From an optimization exercise on the open Yosys and OpenROAD flow, aimed at small area, a short achievable clock period and few clock cycles per item; shortcuts taken in it are not production practice. In this exercise RTL edits were held to simulation tests only and were not proved equivalent to the original. Power and IR drop assume default switching activity.

==> flow/design.v (excerpt) <==
module sdram_pixel_reader #(
  parameter DEPTH = sdram_pixel_reader_pkg::DEF_FIFO_DEPTH
) (
  input  logic        clk_clk,
  input  logic        reset_reset_n,
  input  logic        start,
  input  logic [31:0] base_addr,
  input  logic [23:0] length_words,
  output logic        busy,
  output logic        done,
  output logic [31:0] avm_address,
  output logic        avm_read,
  output logic [3:0]  avm_burstcount,
  input  logic        avm_waitrequest,
  input  logic [31:0] avm_readdata,
  input  logic        avm_readdatavalid,
  output logic [31:0] src_data,
  output logic        src_valid,
  input  logic        src_ready,
  output logic        src_endofpacket
);
clock: 6.5 ns
lec_check: 0
abc_area: 1
cap_margin: 20
core_margin: 2
core_utilization: 60
setup_slack_margin: 4.0
slew_margin: 20
standard.sh (not shown) runs the stock make flow with config.mk's settings and CLKGATE_MAP_FILE= SYNTH_SCRIPT=/design/flow/synth_recipe.tcl, a recipe that flattens the netlist after the stock synthesis.
==> flow/flow/run.sh <==
#!/bin/bash
# Layout flow: the standard ORFS flow, with two changes:
#  - the port buffers that global placement inserts are buf_1 cells (timing
#    repair resizes them as needed) instead of the default delay-type buffer;
#  - clock tree synthesis clusters up to 25 sinks within 90 um per leaf
#    buffer, which needs fewer clock buffers.
set -e
cp standard.sh standard.sh.txt
export BUFFER_PORTS_ARGS="-buffer_cell sky130_fd_sc_hd__buf_1"
export CTS_ARGS="-sink_clustering_enable -sink_clustering_size 25 -sink_clustering_max_diameter 90 -repair_clock_nets"
bash standard.sh > standard.log 2>&1
Testbench counts at the start, summed over its fixed seeds: cycles 382,195, items 220,665.
Edit:
--- a/flow/config.mk
+++ b/flow/config.mk
@@ -7,3 +7,2 @@
 export LEC_CHECK = 0
-export ABC_AREA = 1
 export CAP_MARGIN = 20
@@ -11,3 +10,3 @@
 export CORE_UTILIZATION = 60
-export SETUP_SLACK_MARGIN = 4.0
+export SETUP_SLACK_MARGIN = 3.9
 export SLEW_MARGIN = 20
After rerunning: Synthesized cell count shrinks by 31%. Global-route usage shrinks by 0.12 points. Worst setup slack gets worse by 120 ps. Register-to-register slack gets worse by 240 ps. Clock power shrinks by about 2%. Fmax shrinks by 4.4%. Clock-buffer cell count grows by 1. Design area shrinks by 5.7%. Final cell count shrinks by 26%. Utilization shrinks by 0.32 points.
Edit:
==> flow/flow/run.sh (replaced) <==
#!/bin/bash
# Layout flow: the standard ORFS flow, with two changes:
#  - the port buffers that global placement inserts are buf_1 cells (timing
#    repair resizes them as needed) instead of the default delay-type buffer;
#  - clock tree synthesis clusters up to 30 sinks within 100 um per leaf
#    buffer, which needs fewer clock buffers.
set -e
cp standard.sh standard.sh.txt
export BUFFER_PORTS_ARGS="-buffer_cell sky130_fd_sc_hd__buf_1"
export CTS_ARGS="-sink_clustering_enable -sink_clustering_size 30 -sink_clustering_max_diameter 100 -repair_clock_nets"
bash standard.sh > standard.log 2>&1
--- a/flow/config.mk
+++ b/flow/config.mk
@@ -10,3 +10,3 @@
 export CORE_UTILIZATION = 60
-export SETUP_SLACK_MARGIN = 3.9
+export SETUP_SLACK_MARGIN = 4.0
 export SLEW_MARGIN = 20
Result: Utilization went up by 0.32 points. Wire length went up slightly. First-iteration DRC count went up by about a fifth. Via count went up slightly. Global-route usage went down by 0.16 points. Total power is about the same. Cell area went up slightly. Cell count hardly moves. Synthesized cell count stays the same. Non-clock buffer count went up by 10. Die area does not change.
Edit:
--- a/flow/config.mk
+++ b/flow/config.mk
@@ -9,3 +9,3 @@
 export CORE_MARGIN = 2
-export CORE_UTILIZATION = 60
+export CORE_UTILIZATION = 40
 export SETUP_SLACK_MARGIN = 4.0
The changed run finished clean.
Routed wire length climbs by about 7%.
Power hardly moves.
Sequential share of layout area came out lower by 1.0 points.
Cell area is higher by about 1.4%.
Clock-buffer cell count falls by 3.
Global-route usage falls by 8.7 points.
Area after synthesis stays the same.
Critical path depth is unchanged.
Cell count goes up by 12%.
Maximum frequency falls by 0.41%.
Core utilization drops by 22 points.

## static timing again, ports no longer ideal
In the flow no input, the clock included, has a driving cell. The finished layouts below were timed again as built, in two steps. Step 1: set_driving_cell puts a clkbuf_16 on clk_clk and a buf_2 on each other input, an assumption about the parent block. Step 2 times the ports against the registers' clock, not the clock port: input delays grow and output delays shrink by t, the midpoint of the rising clock arrivals with the driver on. Slacks: ideal ports / drivers / drivers and shift; pairs: ideal ports / drivers.
run | shift t [ns] | setup WS [ns] | latest minus earliest clock arrival (ns) | cell pins on the clock port's net
the first run | 0.680 | 3.988 / 3.926 / 3.630 | 0.017 / 0.017 | 1
the second run | 0.651 | 3.873 / 3.873 / 3.247 | 0.031 / 0.031 | 1
the third run | 0.659 | 4.020 / 3.965 / 3.451 | 0.031 / 0.030 | 1
the fourth run | 0.661 | 4.010 / 3.950 / 3.391 | 0.027 / 0.027 | 1
After both steps setup and hold are still met in every run listed. For the second run, which loses most, drivers alone change the setup slack by 0.000 ns; drivers and shift together by -0.626 ns.
